What follows belongs to an exercise in optimizing a design on an open flow for small area; a production flow would make more cautious choices.
Only simulation tests tie the RTL to the original design; equivalence was not proved.
Power and IR drop assume default switching activity.

==> trial 81 <==
==> flow/design.v (excerpt) <==
module diagonal_buffer #(
	parameter int PIXEL_WIDTH = pixel_pkg::PIXEL_WIDTH,
	parameter int NARROW_WIDTH = pixel_pkg::NARROW_WIDTH,
	parameter int WIDE_WIDTH = pixel_pkg::WIDE_WIDTH,
	parameter int NARROW_LANES = diag_buffer_pkg::NARROW_LANES,
	parameter int WIDE_LANES = diag_buffer_pkg::WIDE_LANES,
	parameter int DEPTH = diag_buffer_pkg::DELAY_DEPTH
) (
	input logic clock,
	input logic rst,
	input logic enable,
	input logic signed [NARROW_LANES-1:0][NARROW_WIDTH-1:0] narrow_samples,
	input logic signed [WIDE_LANES-1:0][WIDE_WIDTH-1:0] wide_samples,
	output logic [NARROW_LANES+WIDE_LANES-1:0][PIXEL_WIDTH-1:0] pixels
);
==> module pixel_saturate, before the edit <==
module pixel_saturate #(
	parameter int SAMPLE_WIDTH = pixel_pkg::NARROW_WIDTH,
	parameter int PIXEL_WIDTH = pixel_pkg::PIXEL_WIDTH,
	parameter int GROUP_LANES = diag_buffer_pkg::WIDE_LANES
) (
	input logic clock,
	input logic rst,
	input logic signed [GROUP_LANES-1:0][SAMPLE_WIDTH-1:0] samples,
	output logic [GROUP_LANES-1:0][PIXEL_WIDTH-1:0] pixels_n    
);
	localparam int SIGN_BIT = SAMPLE_WIDTH - 1;
	if (SAMPLE_WIDTH < PIXEL_WIDTH + 2) begin : g_width_check
		$error("pixel_saturate: SAMPLE_WIDTH %0d too narrow for PIXEL_WIDTH %0d",
			SAMPLE_WIDTH, PIXEL_WIDTH);
	end
	logic [GROUP_LANES-1:0] negative;
	logic [GROUP_LANES-1:0] overflow;
	logic [GROUP_LANES-1:0][PIXEL_WIDTH-1:0] clamped;
	always_comb begin
		for (int lane = 0; lane < GROUP_LANES; lane++) begin
			negative[lane] = samples[lane][SIGN_BIT];
			overflow[lane] = |samples[lane][SIGN_BIT-1:PIXEL_WIDTH];
		end
	end
	always_comb begin
		for (int lane = 0; lane < GROUP_LANES; lane++) begin
			if (negative[lane]) begin
				clamped[lane] = '0;
			end else if (overflow[lane]) begin
				clamped[lane] = '1;    
			end else begin
				clamped[lane] = samples[lane][PIXEL_WIDTH-1:0];
			end
		end
	end
	always_ff @(posedge clock) begin
		if (rst) begin
			pixels_n <= '1;
		end else begin
			pixels_n <= ~clamped;
		end
	end
endmodule
==> module diagonal_delay_line, before the edit <==
module diagonal_delay_line #(
	parameter int LANES = diag_buffer_pkg::LANES,
	parameter int DEPTH = diag_buffer_pkg::DELAY_DEPTH,
	parameter int PIXEL_WIDTH = pixel_pkg::PIXEL_WIDTH
) (
	input logic clock,
	input logic load_n,    
	input logic keep_n,    
	input logic [LANES-1:0][PIXEL_WIDTH-1:0] pixel_in_n,    
	output logic [LANES-1:0][PIXEL_WIDTH-1:0] pixel_out
);
	if (DEPTH < 1) begin : g_depth_check
		$error("diagonal_delay_line: DEPTH must be at least 1, got %0d", DEPTH);
	end
	if (LANES < 1) begin : g_lane_check
		$error("diagonal_delay_line: LANES must be at least 1, got %0d", LANES);
	end
	localparam int W = LANES * PIXEL_WIDTH;
	logic [DEPTH-1:0][W-1:0] stage;
	logic [DEPTH-1:0] pol;
	always_ff @(posedge clock) begin
		stage[0] <= ~((pixel_in_n | {W{load_n}}) & (stage[0] | {W{keep_n}}));
		for (int s = 1; s < DEPTH; s++) begin
			stage[s] <= ~((stage[s-1] | {W{load_n}}) & (stage[s] | {W{keep_n}}));
		end
	end
	always_ff @(posedge clock) begin
		pol[0] <= ~keep_n & ~pol[0];
		for (int s = 1; s < DEPTH; s++) begin
			pol[s] <= (~load_n & ~pol[s-1]) | (~keep_n & ~pol[s]);
		end
	end
	assign pixel_out = stage[DEPTH-1] ^ {W{pol[DEPTH-1]}};
endmodule
==> module diagonal_buffer, before the edit <==
module diagonal_buffer #(
	parameter int PIXEL_WIDTH = pixel_pkg::PIXEL_WIDTH,
	parameter int NARROW_WIDTH = pixel_pkg::NARROW_WIDTH,
	parameter int WIDE_WIDTH = pixel_pkg::WIDE_WIDTH,
	parameter int NARROW_LANES = diag_buffer_pkg::NARROW_LANES,
	parameter int WIDE_LANES = diag_buffer_pkg::WIDE_LANES,
	parameter int DEPTH = diag_buffer_pkg::DELAY_DEPTH
) (
	input logic clock,
	input logic rst,
	input logic enable,
	input logic signed [NARROW_LANES-1:0][NARROW_WIDTH-1:0] narrow_samples,
	input logic signed [WIDE_LANES-1:0][WIDE_WIDTH-1:0] wide_samples,
	output logic [NARROW_LANES+WIDE_LANES-1:0][PIXEL_WIDTH-1:0] pixels
);
	localparam int LANES = NARROW_LANES + WIDE_LANES;
	localparam int SPLIT = NARROW_LANES / 2;
	logic [NARROW_LANES-1:0][PIXEL_WIDTH-1:0] narrow_pix;
	logic [WIDE_LANES-1:0][PIXEL_WIDTH-1:0] wide_pix;
	logic [LANES-1:0][PIXEL_WIDTH-1:0] ordered;
	pixel_saturate #(
		.SAMPLE_WIDTH(NARROW_WIDTH),
		.PIXEL_WIDTH(PIXEL_WIDTH),
		.GROUP_LANES(NARROW_LANES)
	) narrow_sat (
		.clock(clock),
		.rst(rst),
		.samples(narrow_samples),
		.pixels_n(narrow_pix)
	);
	pixel_saturate #(
		.SAMPLE_WIDTH(WIDE_WIDTH),
		.PIXEL_WIDTH(PIXEL_WIDTH),
		.GROUP_LANES(WIDE_LANES)
	) wide_sat (
		.clock(clock),
		.rst(rst),
		.samples(wide_samples),
		.pixels_n(wide_pix)
	);
	for (genvar lane = 0; lane < LANES; lane++) begin : g_order
		if (lane < SPLIT) begin : g_narrow_low
			assign ordered[lane] = narrow_pix[lane];
		end else if (lane < SPLIT + WIDE_LANES) begin : g_wide
			assign ordered[lane] = wide_pix[lane - SPLIT];
		end else begin : g_narrow_high
			assign ordered[lane] = narrow_pix[lane - WIDE_LANES];    
		end
	end
	logic load_n;
	logic keep_n;
	assign load_n = ~enable | rst;
	assign keep_n = enable | rst;
	diagonal_delay_line #(
		.LANES(LANES),
		.DEPTH(DEPTH),
		.PIXEL_WIDTH(PIXEL_WIDTH)
	) delay (
		.clock(clock),
		.load_n(load_n),
		.keep_n(keep_n),
		.pixel_in_n(ordered),
		.pixel_out(pixels)
	);
endmodule
clock: 4.0 ns
lec_check: 0
cap_margin: 20
core_margin: 2
core_utilization: 50
gpl_timing_driven: 0
place_density: 0.75
slew_margin: 20
synth_hierarchical: 1
standard.sh (not shown) runs the stock make flow with config.mk's settings and CLKGATE_MAP_FILE= SYNTH_SCRIPT=/design/flow/synth_recipe.tcl, a recipe that flattens the netlist after the stock synthesis.
==> flow/flow/run.sh <==
#!/bin/bash
# Standard layout, with the port buffers made from the smallest buffer cell
# and larger clock sink clusters.
set -euo pipefail
bash standard.sh \
  BUFFER_PORTS_ARGS="-buffer_cell sky130_fd_sc_hd__buf_1" \
  CTS_ARGS="-sink_clustering_enable -repair_clock_nets -sink_clustering_size 36 -sink_clustering_max_diameter 72 -dont_use_dummy_load" \
  finish > standard_flow.log 2>&1
==> trial 51 (differences from trial 81) <==
--- a/flow/design.v
+++ b/flow/design.v
@@ -32,3 +32,3 @@
 	input logic signed [GROUP_LANES-1:0][SAMPLE_WIDTH-1:0] samples,
-	output logic [GROUP_LANES-1:0][PIXEL_WIDTH-1:0] pixels_n    
+	output logic [GROUP_LANES-1:0][PIXEL_WIDTH-1:0] pixels
 );
@@ -61,5 +61,5 @@
 		if (rst) begin
-			pixels_n <= '1;
+			pixels <= '0;
 		end else begin
-			pixels_n <= ~clamped;
+			pixels <= clamped;
 		end
@@ -74,5 +74,5 @@
 	input logic clock,
-	input logic load_n,    
-	input logic keep_n,    
-	input logic [LANES-1:0][PIXEL_WIDTH-1:0] pixel_in_n,    
+	input logic load,    
+	input logic keep,    
+	input logic [LANES-1:0][PIXEL_WIDTH-1:0] pixel_in,
 	output logic [LANES-1:0][PIXEL_WIDTH-1:0] pixel_out
@@ -85,18 +85,11 @@
 	end
+	logic [DEPTH-1:0][LANES-1:0][PIXEL_WIDTH-1:0] stage;
 	localparam int W = LANES * PIXEL_WIDTH;
-	logic [DEPTH-1:0][W-1:0] stage;
-	logic [DEPTH-1:0] pol;
 	always_ff @(posedge clock) begin
-		stage[0] <= ~((pixel_in_n | {W{load_n}}) & (stage[0] | {W{keep_n}}));
+		stage[0] <= ({W{load}} & pixel_in) | ({W{keep}} & stage[0]);
 		for (int s = 1; s < DEPTH; s++) begin
-			stage[s] <= ~((stage[s-1] | {W{load_n}}) & (stage[s] | {W{keep_n}}));
+			stage[s] <= ({W{load}} & stage[s-1]) | ({W{keep}} & stage[s]);
 		end
 	end
-	always_ff @(posedge clock) begin
-		pol[0] <= ~keep_n & ~pol[0];
-		for (int s = 1; s < DEPTH; s++) begin
-			pol[s] <= (~load_n & ~pol[s-1]) | (~keep_n & ~pol[s]);
-		end
-	end
-	assign pixel_out = stage[DEPTH-1] ^ {W{pol[DEPTH-1]}};
+	assign pixel_out = stage[DEPTH-1];
 endmodule
@@ -131,3 +124,3 @@
 		.samples(narrow_samples),
-		.pixels_n(narrow_pix)
+		.pixels(narrow_pix)
 	);
@@ -141,3 +134,3 @@
 		.samples(wide_samples),
-		.pixels_n(wide_pix)
+		.pixels(wide_pix)
 	);
@@ -152,6 +145,6 @@
 	end
-	logic load_n;
-	logic keep_n;
-	assign load_n = ~enable | rst;
-	assign keep_n = enable | rst;
+	logic load;
+	logic keep;
+	assign load = enable & ~rst;
+	assign keep = ~(enable | rst);
 	diagonal_delay_line #(
@@ -162,5 +155,5 @@
 		.clock(clock),
-		.load_n(load_n),
-		.keep_n(keep_n),
-		.pixel_in_n(ordered),
+		.load(load),
+		.keep(keep),
+		.pixel_in(ordered),
 		.pixel_out(pixels)
==> flow/flow/run.sh (replaced) <==
#!/bin/bash
# Standard layout, with the port buffers made from the smallest buffer cell
# and larger clock sink clusters.
set -euo pipefail
bash standard.sh \
  BUFFER_PORTS_ARGS="-buffer_cell sky130_fd_sc_hd__buf_1" \
  CTS_ARGS="-sink_clustering_enable -repair_clock_nets -sink_clustering_size 30 -sink_clustering_max_diameter 60" \
  finish > standard_flow.log 2>&1
--- a/flow/config.mk
+++ b/flow/config.mk
@@ -9,5 +9,3 @@
 export CORE_MARGIN = 2
-export CORE_UTILIZATION = 50
-export GPL_TIMING_DRIVEN = 0
-export PLACE_DENSITY = 0.75
+export CORE_UTILIZATION = 40
 export SLEW_MARGIN = 20
==> trial 90 (differences from trial 81) <==
--- a/flow/design.v
+++ b/flow/design.v
@@ -24,2 +24,20 @@
 `timescale 1ns/1ps
+module pixel_classify #(
+	parameter int SAMPLE_WIDTH = pixel_pkg::NARROW_WIDTH,
+	parameter int PIXEL_WIDTH = pixel_pkg::PIXEL_WIDTH,
+	parameter int GROUP_LANES = diag_buffer_pkg::WIDE_LANES
+) (
+	input logic rst,
+	input logic signed [GROUP_LANES-1:0][SAMPLE_WIDTH-1:0] samples,
+	output logic [GROUP_LANES-1:0] keep,        
+	output logic [GROUP_LANES-1:0] overflow     
+);
+	localparam int SIGN_BIT = SAMPLE_WIDTH - 1;
+	always_comb begin
+		for (int lane = 0; lane < GROUP_LANES; lane++) begin
+			keep[lane] = ~(samples[lane][SIGN_BIT] | rst);
+			overflow[lane] = |samples[lane][SIGN_BIT-1:PIXEL_WIDTH];
+		end
+	end
+endmodule
 module pixel_saturate #(
@@ -34,3 +52,2 @@
 );
-	localparam int SIGN_BIT = SAMPLE_WIDTH - 1;
 	if (SAMPLE_WIDTH < PIXEL_WIDTH + 2) begin : g_width_check
@@ -39,27 +56,18 @@
 	end
-	logic [GROUP_LANES-1:0] negative;
+	logic [GROUP_LANES-1:0] keep;
 	logic [GROUP_LANES-1:0] overflow;
-	logic [GROUP_LANES-1:0][PIXEL_WIDTH-1:0] clamped;
-	always_comb begin
+	pixel_classify #(
+		.SAMPLE_WIDTH(SAMPLE_WIDTH),
+		.PIXEL_WIDTH(PIXEL_WIDTH),
+		.GROUP_LANES(GROUP_LANES)
+	) classify (
+		.rst(rst),
+		.samples(samples),
+		.keep(keep),
+		.overflow(overflow)
+	);
+	always_ff @(posedge clock) begin
 		for (int lane = 0; lane < GROUP_LANES; lane++) begin
-			negative[lane] = samples[lane][SIGN_BIT];
-			overflow[lane] = |samples[lane][SIGN_BIT-1:PIXEL_WIDTH];
-		end
-	end
-	always_comb begin
-		for (int lane = 0; lane < GROUP_LANES; lane++) begin
-			if (negative[lane]) begin
-				clamped[lane] = '0;
-			end else if (overflow[lane]) begin
-				clamped[lane] = '1;    
-			end else begin
-				clamped[lane] = samples[lane][PIXEL_WIDTH-1:0];
-			end
-		end
-	end
-	always_ff @(posedge clock) begin
-		if (rst) begin
-			pixels_n <= '1;
-		end else begin
-			pixels_n <= ~clamped;
+			pixels_n[lane] <= ~((samples[lane][PIXEL_WIDTH-1:0] | {PIXEL_WIDTH{overflow[lane]}})
+				& {PIXEL_WIDTH{keep[lane]}});
 		end
--- a/flow/config.mk
+++ b/flow/config.mk
@@ -10,3 +10,2 @@
 export CORE_UTILIZATION = 50
-export GPL_TIMING_DRIVEN = 0
 export PLACE_DENSITY = 0.75
==> trial 16 (differences from trial 81) <==
==> flow/flow/run.sh (replaced) <==
#!/bin/bash
# Standard layout, with the port buffers made from the smallest buffer cell
# and larger clock sink clusters.
set -euo pipefail
bash standard.sh \
  BUFFER_PORTS_ARGS="-buffer_cell sky130_fd_sc_hd__buf_1" \
  CTS_ARGS="-sink_clustering_enable -repair_clock_nets -sink_clustering_size 30 -sink_clustering_max_diameter 60 -dont_use_dummy_load" \
  finish > standard_flow.log 2>&1
--- a/flow/config.mk
+++ b/flow/config.mk
@@ -9,5 +9,3 @@
 export CORE_MARGIN = 2
-export CORE_UTILIZATION = 50
-export GPL_TIMING_DRIVEN = 0
-export PLACE_DENSITY = 0.75
+export CORE_UTILIZATION = 40
 export SLEW_MARGIN = 20
==> comparison <==
The lowest non-clock buffer count belongs to trial 51, the highest to trial 81. Trial 90 finished clean. Trial 81 completed with no timing, DRC or antenna violations. Trial 16 finished with timing, DRC and antenna clean. Trial 51 ran to the end with no violations. The lowest setup slack belongs to trial 81, the highest to trial 51. In combinational power, trial 81 is at 3.1 times the value of trial 51. The lowest wire length belongs to trial 90, the highest to trial 81. The highest clock-buffer cell count belongs to trial 51, the lowest to trial 81. Against trial 16, the synthesized cell count of trial 51 is lower by 0.51%. Of trial 81 and trial 51, trial 81 has the higher critical path depth (gap 4). In trial 51 the final cell count is higher than in trial 90, by about 6%. Register-to-register slack: trial 51 > trial 90 > trial 16 > trial 81.
==> figures <==
item                                                                 trial 16              trial 90                   trial 51              trial 81
Launch point of the worst path                           delay.pol[8]$_DFF_P_  delay.pol[8]$_DFF_P_  delay.stage[1868]$_DFF_P_  delay.pol[8]$_DFF_P_
Share of power burned in the clock network                              0.293                 0.270                      0.392                 0.258
Most used routing layer in global routing                                met1                  met1                       met1                  met2
TritonRoute pass-1 iters                                                    5                     6                          5                     5
Register area share after synthesis                                     0.698                 0.700                      0.638                 0.698
Syn Inst Count                                                           5062                  5071                       5036                  5062
Smallest setup slack after layout                                    0.580 ns              0.586 ns                    1.68 ns              0.346 ns
Count of buffer and inverter cells on the critical path                     2                     2                          1                     4
Status                                               timing/DRC/antenna clean  timing/DRC/antenna clean   timing/DRC/antenna clean  timing/DRC/antenna clean
Clk pwr                                                               11.7 mW               10.4 mW                    14.9 mW               10.0 mW
Number of global-route vias before repair                               33750                 34532                      33597                 38616
Multi-input combinational gate total                                     2423                  2423                       2198                  2423
Detailed-route wire length per cell                                   16.7 µm               17.2 µm                    17.3 µm               20.1 µm
Area after DPL                                                      64600 µm²             63900 µm²                  67700 µm²             66100 µm²
Area used by sequential logic in the layout                         43400 µm²             43400 µm²                  43200 µm²             43400 µm²
RePlAce Congestion                                                      0.797                 0.839                      0.854                 0.957
Core Area                                                          154000 µm²            123000 µm²                 169000 µm²            123000 µm²
Net switching power of the design                                     9.45 mW               9.17 mW                    9.05 mW               9.46 mW
Transition time at the pin with the least slew margin                0.829 ns              0.969 ns                    1.02 ns               1.13 ns
Sequential logic power                                                24.9 mW               24.9 mW                    21.9 mW               25.0 mW

==> port drivers added, routing unchanged <==
The flow's constraints put no driver on any port. The routed layouts listed below were extracted and timed again, unchanged, in two steps. Step 1 sets driving cells, clkbuf_16 on the clock port and buf_2 on the other inputs (assumed; they add their load-dependent delay and slew). Step 2 moves the port delays by t, midway between the first and last clock arrival at a register: inputs arrive t later, outputs are due t later. That takes back most of the time a late clock gives input paths. Slacks: no drivers / after step 1 / after step 2; pairs: no drivers / after step 1.
run | t, ns | slack for setup (ns) | worst hold slack (ns) | worst setup path after step 2 | pins driven straight from the clock port
trial 81 | 0.752 | 0.346 / 0.275 / 1.023 | 0.248 / 0.203 / 0.364 | input to register | 1
trial 51 | 0.816 | 1.685 / 1.610 / 1.148 | 0.199 / 0.149 / 0.409 | input to register | 1
trial 90 | 0.733 | 0.586 / 0.515 / 1.247 | 0.231 / 0.185 / 0.321 | register to output | 1
trial 16 | 0.781 | 0.580 / 0.510 / 1.083 | 0.224 / 0.178 / 0.365 | input to register | 1
After both steps every run listed still meets setup and hold. For trial 51, which loses most, drivers alone change the setup slack by -0.075 ns; drivers and shift together by -0.537 ns.
